This is an optimization exercise on Yosys and OpenROAD, whose aim is small area, not a production implementation. For this run, only the layout was checked, not whether the RTL still works. Power is estimated from default activity; no workload was simulated.

`flow/design.v`:
```
`timescale 1ns/1ps
`default_nettype none
module regfile (
    input  logic        clk,
    input  logic        arst_n_i,
    input  logic [4:0]  rs_addr_i,
    input  logic [4:0]  rt_addr_i,
    input  logic        wr_en_i,
    input  logic [4:0]  wr_addr_i,
    input  logic [31:0] wr_data_i,
    output logic [31:0] rs_data_o,
    output logic [31:0] rt_data_o
);
    logic [31:0] regs [1:31];
    logic [31:1] valid;
    logic [31:1] we;
    logic [31:1] sel_rs;
    logic [31:1] sel_rt;
    always_comb begin
        rs_data_o = '0;
        rt_data_o = '0;
        for (int i = 1; i < 32; i++) begin
            we[i]     = wr_en_i && wr_addr_i == i[4:0];
            sel_rs[i] = valid[i] && rs_addr_i == i[4:0];
            sel_rt[i] = valid[i] && rt_addr_i == i[4:0];
            rs_data_o = rs_data_o | ({32{sel_rs[i]}} & regs[i]);
            rt_data_o = rt_data_o | ({32{sel_rt[i]}} & regs[i]);
        end
    end
    always_ff @(posedge clk or negedge arst_n_i) begin
        if (!arst_n_i) begin
            valid <= '0;
        end else begin
            valid <= valid | we;
        end
    end
    always_ff @(posedge clk) begin
        for (int i = 1; i < 32; i++) begin
            if (we[i]) regs[i] <= wr_data_i;
        end
    end
endmodule
`default_nettype wire
`timescale 1ns/1ps
`default_nettype none
module mips_cpu (
    input  logic        clk,
    input  logic        arst_n_i,
    input  logic [31:0] rom_data_i,
    output logic [31:0] rom_addr_o,
    output logic        rom_en_o,
    input  logic [31:0] ram_data_i,
    output logic        ram_en_o,
    output logic        ram_wr_en_o,
    output logic [31:0] ram_addr_o,
    output logic [31:0] ram_data_o
);
    localparam logic [3:0] C_NOP  = 4'h0;
    localparam logic [3:0] C_ADDU = 4'h1;
    localparam logic [3:0] C_SW   = 4'h2;
    localparam logic [3:0] C_SUBU = 4'h3;
    localparam logic [3:0] C_AND  = 4'h4;
    localparam logic [3:0] C_OR   = 4'h5;
    localparam logic [3:0] C_XOR  = 4'h6;
    localparam logic [3:0] C_NOR  = 4'h7;
    localparam logic [3:0] C_LW   = 4'h8;
    localparam logic [3:0] C_ADDI = 4'h9;
    localparam logic [3:0] C_SLT  = 4'ha;
    localparam logic [3:0] C_SLTU = 4'hb;
    localparam logic [3:0] C_ANDI = 4'hc;
    localparam logic [3:0] C_ORI  = 4'hd;
    localparam logic [3:0] C_XORI = 4'he;
    localparam logic [3:0] C_LUI  = 4'hf;
    logic        stall;
    logic        advance;
    logic [31:2] pc_q;
    logic [3:0]  cls;
    assign rom_addr_o = {pc_q, 2'b00};
    assign advance    = rom_en_o && !stall;
    always_comb begin
        cls = C_NOP;
        case (rom_data_i[31:26])
            6'h00: case (rom_data_i[5:0])
                6'h21, 6'h23, 6'h24, 6'h25, 6'h26, 6'h27, 6'h2a, 6'h2b: cls = rom_data_i[3:0];
                default: cls = C_NOP;
            endcase
            6'h09, 6'h0c, 6'h0d, 6'h0e, 6'h0f: cls = rom_data_i[29:26];
            6'h23: cls = C_LW;
            6'h2b: cls = C_SW;
            default: cls = C_NOP;
        endcase
    end
    logic [3:0]  id_cls;
    logic [4:0]  id_rs;
    logic [4:0]  id_rt;
    logic [15:0] id_imm;
    always_ff @(posedge clk or negedge arst_n_i) begin
        if (!arst_n_i) begin
            rom_en_o <= 1'b0;
            pc_q     <= '0;
            id_cls   <= C_NOP;
        end else begin
            rom_en_o <= 1'b1;
            if (advance) begin
                pc_q   <= pc_q + 30'd1;
                id_cls <= cls;
            end
        end
    end
    always_ff @(posedge clk) begin
        if (advance) begin
            id_rs  <= rom_data_i[25:21];
            id_rt  <= rom_data_i[20:16];
            id_imm <= rom_data_i[15:0];
        end
    end
    logic       id_uses_rs;
    logic       id_uses_rt;
    logic [3:0] ex_cls;
    logic [4:0] ex_rs;
    logic [4:0] ex_rt;
    logic [15:0] ex_imm;
    always_comb begin
        case (id_cls)
            C_NOP, C_LUI: id_uses_rs = 1'b0;
            default:      id_uses_rs = 1'b1;
        endcase
        case (id_cls)
            C_ADDU, C_SUBU, C_AND, C_OR, C_XOR, C_NOR, C_SLT, C_SLTU, C_SW: id_uses_rt = 1'b1;
            default: id_uses_rt = 1'b0;
        endcase
    end
    assign stall = ex_cls == C_LW && ex_rt != 5'd0 &&
                   ((id_uses_rs && id_rs == ex_rt) || (id_uses_rt && id_rt == ex_rt));
    always_ff @(posedge clk or negedge arst_n_i) begin
        if (!arst_n_i) begin
            ex_cls <= C_NOP;
        end else begin
            ex_cls <= stall ? C_NOP : id_cls;
        end
    end
    always_ff @(posedge clk) begin
        ex_rs  <= id_rs;
        ex_rt  <= id_rt;
        ex_imm <= id_imm;
    end
    logic [3:0]  mem_cls;
    logic [4:0]  mem_rs;
    logic [4:0]  mem_rt;
    logic [15:0] mem_imm;
    always_ff @(posedge clk or negedge arst_n_i) begin
        if (!arst_n_i) begin
            mem_cls <= C_NOP;
        end else begin
            mem_cls <= ex_cls;
        end
    end
    always_ff @(posedge clk) begin
        mem_rs  <= ex_rs;
        mem_rt  <= ex_rt;
        mem_imm <= ex_imm;
    end
    logic        is_rtype;
    logic        wr_en;
    logic [4:0]  wr_addr;
    logic [31:0] wr_data;
    logic [31:0] rs_val;
    logic [31:0] rt_val;
    logic [31:0] op_b;
    logic        sub;
    logic [33:0] sum_ext;
    logic [31:0] sum;
    logic        lt_s;
    logic        lt_u;
    logic [31:0] result;
    regfile u_regfile (
        .clk       (clk),
        .arst_n_i  (arst_n_i),
        .rs_addr_i (mem_rs),
        .rt_addr_i (mem_rt),
        .wr_en_i   (wr_en),
        .wr_addr_i (wr_addr),
        .wr_data_i (wr_data),
        .rs_data_o (rs_val),
        .rt_data_o (rt_val)
    );
    always_comb begin
        case (mem_cls)
            C_ADDU, C_SUBU, C_AND, C_OR, C_XOR, C_NOR, C_SLT, C_SLTU: is_rtype = 1'b1;
            default: is_rtype = 1'b0;
        endcase
        case (mem_cls)
            C_SUBU, C_SLT, C_SLTU: sub = 1'b1;
            default:               sub = 1'b0;
        endcase
        case (mem_cls)
            C_ANDI, C_ORI, C_XORI: op_b = {16'h0000, mem_imm};
            default: op_b = is_rtype ? rt_val : {{16{mem_imm[15]}}, mem_imm};
        endcase
    end
    assign sum_ext = {1'b0, rs_val, 1'b1} + {1'b0, op_b ^ {32{sub}}, sub};
    assign sum     = sum_ext[32:1];
    assign lt_u    = !sum_ext[33];
    assign lt_s    = (rs_val[31] ^ op_b[31]) ? rs_val[31] : sum[31];
    always_comb begin
        case (mem_cls)
            C_AND, C_ANDI: result = rs_val & op_b;
            C_OR, C_ORI:   result = rs_val | op_b;
            C_XOR, C_XORI: result = rs_val ^ op_b;
            C_NOR:         result = ~(rs_val | op_b);
            C_SLT:         result = {31'b0, lt_s};
            C_SLTU:        result = {31'b0, lt_u};
            C_LUI:         result = {mem_imm, 16'h0000};
            default:       result = sum;
        endcase
    end
    assign wr_en   = !(mem_cls == C_NOP || mem_cls == C_SW);
    assign wr_addr = is_rtype ? mem_imm[15:11] : mem_rt;
    assign wr_data = (mem_cls == C_LW) ? ram_data_i : result;
    assign ram_en_o    = mem_cls == C_LW || mem_cls == C_SW;
    assign ram_wr_en_o = mem_cls == C_SW;
    assign ram_addr_o  = sum;
    assign ram_data_o  = rt_val;
endmodule
`default_nettype wire
```
`flow/constraint.sdc`:
```
create_clock -name core_clock -period 6.0 [get_ports {clk}]
set_input_delay 1.2000 -clock core_clock [delete_from_list [all_inputs] [get_ports {clk}]]
set_output_delay 1.2000 -clock core_clock [all_outputs]
set_load 0.01 [all_outputs]
```
`flow/run.sh`:
```
#!/bin/bash
# synth_recipe.tcl (not shown) runs the flow's synth.tcl, then flattens the netlist and writes it again
# the make line also repeats each setting of config.mk as NAME=value (left out here)
make -C /OpenROAD-flow-scripts/flow DESIGN_CONFIG=/design/flow/config.mk WORK_HOME=/design/flow/orfs CLKGATE_MAP_FILE= SYNTH_SCRIPT=/design/flow/synth_recipe.tcl finish
```
`flow/config.mk`:
```
export PLATFORM = sky130hd
export DESIGN_NAME = mips_cpu
export DESIGN_NICKNAME = mips_cpu
export VERILOG_FILES = /design/flow/design.v
export SDC_FILE = /design/flow/constraint.sdc
export NUM_CORES = 4
export LEC_CHECK = 0
export CAP_MARGIN = 20
export CORE_MARGIN = 2
export CORE_UTILIZATION = 40
export SLEW_MARGIN = 20
```
==> results_tabular.tex <==
\begin{tabular}{lr}
\hline
Metric & Value \\
\hline
\multicolumn{2}{l}{\textbf{Status}} \\
List of failed layout checks & setup timing \\
Run status & complete, but fails checks \\
\multicolumn{2}{l}{\textbf{GRT}} \\
Number of global-route vias before repair & 44600 \\
Gr ovfl total & 0 \\
Pin count of the biggest net entering global routing & 47 \\
Number of antenna violations at the first check in global routing & 12 \\
First-pass GRT wire length & 373000 um \\
Global router's overall resource usage & 41.6\% \\
\multicolumn{2}{l}{\textbf{Worst setup path}} \\
Crit path capture type & primary output \\
Required time of the critical path & 4.80 ns \\
Type of element launching the critical path & register \\
Critical-path maximum fanout & 8 \\
WP data arrival & 5.60 ns \\
Setup CP Type & reg2out \\
\multicolumn{2}{l}{\textbf{CTS}} \\
Hold buffers post-CTS & 0 \\
TritonCTS clock tree & done \\
Total number of H-tree levels & 3 \\
Clock slew at reported path FFs & 0.07 ns \\
Clock Sinks & 1144 \\
Clock root buffer master & sky130\_fd\_sc\_hd\_\_clkbuf\_16 \\
Insertion delay to the later sink of the worst-skew pair & 0.80 ns \\
Clock buffers created by TritonCTS & 119 \\
Longest Clk Path Bufs & 3 \\
\multicolumn{2}{l}{\textbf{Pwr}} \\
Cell area power density & 374 mW/mm\^{}2 \\
Max IR drop VDD & 0.000291 V \\
Cell leakage power & 25.9 nW \\
\multicolumn{2}{l}{\textbf{Place}} \\
Number of I/O port buffers & 162 \\
Worst setup slack after placement & -1.05 ns \\
Routability Congestion & 1.05 \\
Hpwl dp & 189000 um \\
\multicolumn{2}{l}{\textbf{Synthesis}} \\
Number of enable-type register cells in the synthesized netlist & 1018 \\
Yosys warnings & 3 \\
Leading area contributor after synthesis & sky130\_fd\_sc\_hd\_\_edfxtp\_1 \\
Most used DFF post-synth & sky130\_fd\_sc\_hd\_\_edfxtp\_1 \\
Part of the Yosys area used for sequential elements & 65.2\% \\
Main area contributors after synthesis & sky130\_fd\_sc\_hd\_\_edfxtp\_1, sky130\_fd\_sc\_hd\_\_a22oi\_1, sky130\_fd\_sc\_hd\_\_dfrtp\_1 \\
Post-synthesis register bit count & 1144 \\
Combined area of all synthesized cells & 0.0513 mm\^{}2 \\
Count of unique library cells instantiated by Yosys & 79 \\
Mean Syn Cell Area & 13.5 um\^{}2 \\
Area fraction of the dominant cell type after synthesis & 59.6\% \\
Fraction of synthesis flops using an asynchronous set or reset pin & 6.47\% \\
Number of instances in the synthesized netlist & 3789 \\
\multicolumn{2}{l}{\textbf{Timing}} \\
Unrepaired setup endpoints after global routing & true \\
Relative slew slack & 13.1\% \\
Period utilisation layout & 113\% \\
Count of final max-slew check failures & 0 \\
Final Hold Viols & 0 \\
Total of endpoints with negative setup slack in the final report & 27 \\
Setup ws final & -0.804 ns \\
Setup TNS & -14.32 ns \\
Fin crit period & 6.80 ns \\
Worst Skew & 0.0562 ns \\
Least-Margin Pin Slew & 1.30 ns \\
Timing-limited maximum frequency & 147 MHz \\
\multicolumn{2}{l}{\textbf{Drt}} \\
Final routed wirelength across all metal layers & 279000 um \\
Post-detailed-route DRC marker count & 0 \\
Total via count after detailed routing & 47100 \\
Average via count per standard cell & 7.17 \\
Wire length per cell & 42.6 um \\
Total iterations of the first detailed-routing run & 13 \\
Residual antenna-violating net count after detailed routing & 0 \\
Detailed Route Iter0 Violations & 9893 \\
\multicolumn{2}{l}{\textbf{Cells and area}} \\
Post-synthesis to final-layout area growth & 36.7\% \\
Share of post-route cells with drive strength above 1 & 33.5\% \\
NumNets Final & 4952 \\
\multicolumn{2}{l}{\textbf{Floorplan}} \\
Die area & 0.131 mm\^{}2 \\
Floorplan Core Area & 0.128 mm\^{}2 \\
Placement row count & 131 \\
Starting utilization of the core area & 40.2\% \\
I/O pin cnt & 165 \\
Die boundary width & 362 um \\
Die height & 362 um \\
\multicolumn{2}{l}{\textbf{Hold path}} \\
Type of the most critical hold path & reg2reg \\
\multicolumn{2}{l}{\textbf{Flow run}} \\
Max Cap Violations & 0 \\
\hline
\end{tabular}
## report_power, final
part / switching (mW) / total [mW] / leakage [nW] / internal [mW]
clock: 3.44 / 8.00 / 2.01 / 4.56
sequential: 0.362 / 10.3 / 10.6 / 9.94
combinational: 4.53 / 7.97 / 13.3 / 3.44
total: 8.33 / 26.3 / 25.9 / 17.9
## cell usage in the layout (no fill, tap or decap), types with 87 or more instances in the layout
| cell | count |
|---|---|
| sky130_fd_sc_hd__edfxtp_1 | 1018 |
| sky130_fd_sc_hd__buf_4 | 769 |
| sky130_fd_sc_hd__a22oi_1 | 417 |
| sky130_fd_sc_hd__a22o_1 | 211 |
| sky130_fd_sc_hd__nand2_1 | 210 |
| sky130_fd_sc_hd__buf_12 | 165 |
| sky130_fd_sc_hd__a221oi_1 | 144 |
| sky130_fd_sc_hd__clkdlybuf4s50_1 | 130 |
| sky130_fd_sc_hd__nand3_1 | 126 |
| sky130_fd_sc_hd__nand4_1 | 123 |
| sky130_fd_sc_hd__clkbuf_16 | 119 |
| sky130_fd_sc_hd__a222oi_1 | 87 |
## path summary, 6_finish.rpt
| check | from | endpoint | slack [ns] | depth (start not counted) |
|---|---|---|---|---|
| worst max-delay path | mem_rt[2] | ram_addr_o[31] | -0.80 | 19 |
| min in group asynchronous | arst_n_i | pc_q[9] | 0.36 | 1 |
| max in group asynchronous | arst_n_i | u_regfile.valid[14] | 4.59 | 2 |
| worst min-delay path | ex_imm[9] | mem_imm[9] | 0.32 | 0 |
| worst max register to register | mem_rt[4] | u_regfile.regs[29][23] | 0.20 | 29 |
| worst min register to register | ex_imm[9] | mem_imm[9] | 0.32 | 0 |
## area by class of cell
class | instances | area [um^2]
inverter | 79 | 297
sequential | 1144 | 33500
antenna | 8 | 20.0
multi-input combinational | 2302 | 18900
timing repair buffer | 1143 | 11200
clock inverter | 88 | 1100
tap | 1662 | 2080
fill | 10400 | 57300
clock buffer | 137 | 3070
## stage by stage
stage               hold slack [ns]  util [%]  std cells  power [mW]  area, um^2
detailed placement            0.312      49.5       6230        17.4       63100
floorplan                     0.310         -       3790        13.0       51300
CTS                           0.327      54.4       6532        25.7       69400
finish                        0.323      55.0       6563        26.3       70200
global placement              0.312      49.4       6226        17.4       63000
global route                  0.337      55.0       6555        26.9       70200
## critical path: stages (launching register included)
cell,delay [ns]
sky130_fd_sc_hd__dfxtp_4,0.39
sky130_fd_sc_hd__buf_4,0.13
sky130_fd_sc_hd__nor3b_2,0.07
sky130_fd_sc_hd__and3_2,0.27
sky130_fd_sc_hd__buf_12,0.17
sky130_fd_sc_hd__buf_12,0.16
sky130_fd_sc_hd__buf_4,0.17
sky130_fd_sc_hd__a22o_1,0.22
sky130_fd_sc_hd__a221oi_1,0.35
sky130_fd_sc_hd__nand4_1,0.17
sky130_fd_sc_hd__or3_1,0.51
sky130_fd_sc_hd__o21a_1,0.29
sky130_fd_sc_hd__xor2_1,0.17
sky130_fd_sc_hd__ha_1,0.23
sky130_fd_sc_hd__a21o_1,0.19
sky130_fd_sc_hd__a21o_1,0.18
sky130_fd_sc_hd__a21oi_1,0.26
sky130_fd_sc_hd__mux2_2,0.40
sky130_fd_sc_hd__nor4_4,0.29
sky130_fd_sc_hd__buf_2,0.18
## state kept, by name, indices dropped and copies added (netlist names)
signal and flops:
ex_rt 5, mem_imm 16, mem_rt 5, id_rt 5
ex_imm 16, ex_rs 5, u_regfile.valid 31, ex_cls 4
rom_en_o 1, id_cls 4, mem_cls 4, mem_rs 5
id_rs 5, pc_q 30, id_imm 16, u_regfile.regs 992
## routing by layer
layer	track usage, %	vias to the layer above	part of all wire [%]
met5	0	-	0.024
met4	28.4	6	9.3
met3	14.3	1426	15
met2	58.8	4831	40
met1	53.6	23100	35
li1	-	17700	-
## Yosys cell counts (7+ instances only)
| master | instances |
|---|---|
| sky130_fd_sc_hd__o21ai_0 | 54 |
| sky130_fd_sc_hd__or2_2 | 45 |
| sky130_fd_sc_hd__buf_1 | 52 |
| sky130_fd_sc_hd__a211o_1 | 17 |
| sky130_fd_sc_hd__nor2_1 | 89 |
| sky130_fd_sc_hd__a21o_1 | 28 |
| sky130_fd_sc_hd__buf_2 | 7 |
| sky130_fd_sc_hd__a221o_1 | 8 |
| sky130_fd_sc_hd__mux2i_1 | 20 |
| sky130_fd_sc_hd__xor2_1 | 41 |
| sky130_fd_sc_hd__and2_1 | 10 |
| sky130_fd_sc_hd__nand3_1 | 129 |
| sky130_fd_sc_hd__a31oi_1 | 18 |
| sky130_fd_sc_hd__nand2b_1 | 18 |
| sky130_fd_sc_hd__nor4b_1 | 9 |
| sky130_fd_sc_hd__xnor2_1 | 61 |
| sky130_fd_sc_hd__edfxtp_1 | 1018 |
| sky130_fd_sc_hd__nor3_1 | 38 |
| sky130_fd_sc_hd__or4_1 | 9 |
| sky130_fd_sc_hd__a21oi_1 | 78 |
| sky130_fd_sc_hd__ha_1 | 97 |
| sky130_fd_sc_hd__inv_1 | 79 |
| sky130_fd_sc_hd__a22oi_1 | 423 |
| sky130_fd_sc_hd__nor2b_1 | 14 |
| sky130_fd_sc_hd__nand4_1 | 123 |
| sky130_fd_sc_hd__and3_1 | 65 |
| sky130_fd_sc_hd__dfxtp_1 | 52 |
| sky130_fd_sc_hd__o211ai_1 | 10 |
| sky130_fd_sc_hd__and4_1 | 13 |
| sky130_fd_sc_hd__or3_1 | 30 |
| sky130_fd_sc_hd__o21a_1 | 14 |
| sky130_fd_sc_hd__dfrtp_1 | 74 |
| sky130_fd_sc_hd__nand3b_1 | 9 |
| sky130_fd_sc_hd__nor3b_1 | 7 |
| sky130_fd_sc_hd__a222oi_1 | 87 |
| sky130_fd_sc_hd__a221oi_1 | 200 |
| sky130_fd_sc_hd__nand2_1 | 222 |
| sky130_fd_sc_hd__o21bai_1 | 8 |
| sky130_fd_sc_hd__nor4_1 | 11 |
| sky130_fd_sc_hd__o2111ai_1 | 12 |
| sky130_fd_sc_hd__a22o_1 | 211 |
| sky130_fd_sc_hd__clkbuf_1 | 203 |
## cell families after synthesis
| family | synth area share, % |
|---|---|
| AO/OA/AOI/OAI | 18.9 |
| XOR/XNOR | 1.74 |
| adder cells (fa/ha/maj) | 2.36 |
| buffers and inverters | 2.56 |
| flip-flops | 65.2 |
| multiplexers | 0.456 |
| other | 0.0146 |
| AND/OR/NAND/NOR | 8.79 |
## timing repair
item | 4_1_cts | 5_1_grt
gates resized for setup | 431 | 132
setup endpoints to repair | 233 | 61
cloned | 2 | 0
pin swaps | 124 | 85
setup buffers | 77 | 27

==> static timing again, ports no longer ideal <==
The results above use ideal ports. As a check the final layout listed here was re-extracted and re-timed, cells and wires unchanged. Step 1 assumes that a clkbuf_16 drives the clock port and a buf_2 every other input. Step 2 adds t to the input delays and takes it off the output delays; t is the mean of the earliest and latest rising clock arrival at the registers after step 1. Input paths then give back, and output paths get back, about the clock's delay inside the block. a / b / c = ideal / step 1 / step 2; a / b = the first two.
t (ns): 0.848
slack for setup (ns): -0.804 / -0.882 / -0.034
hold slack, ns: 0.323 / 0.305 / 0.323
slew at the worst register clock pin (ns): 0.07 / 0.07
pins driven straight from the clock port: 1
For this run, drivers alone change the setup slack by -0.078 ns; drivers and shift together by +0.770 ns.
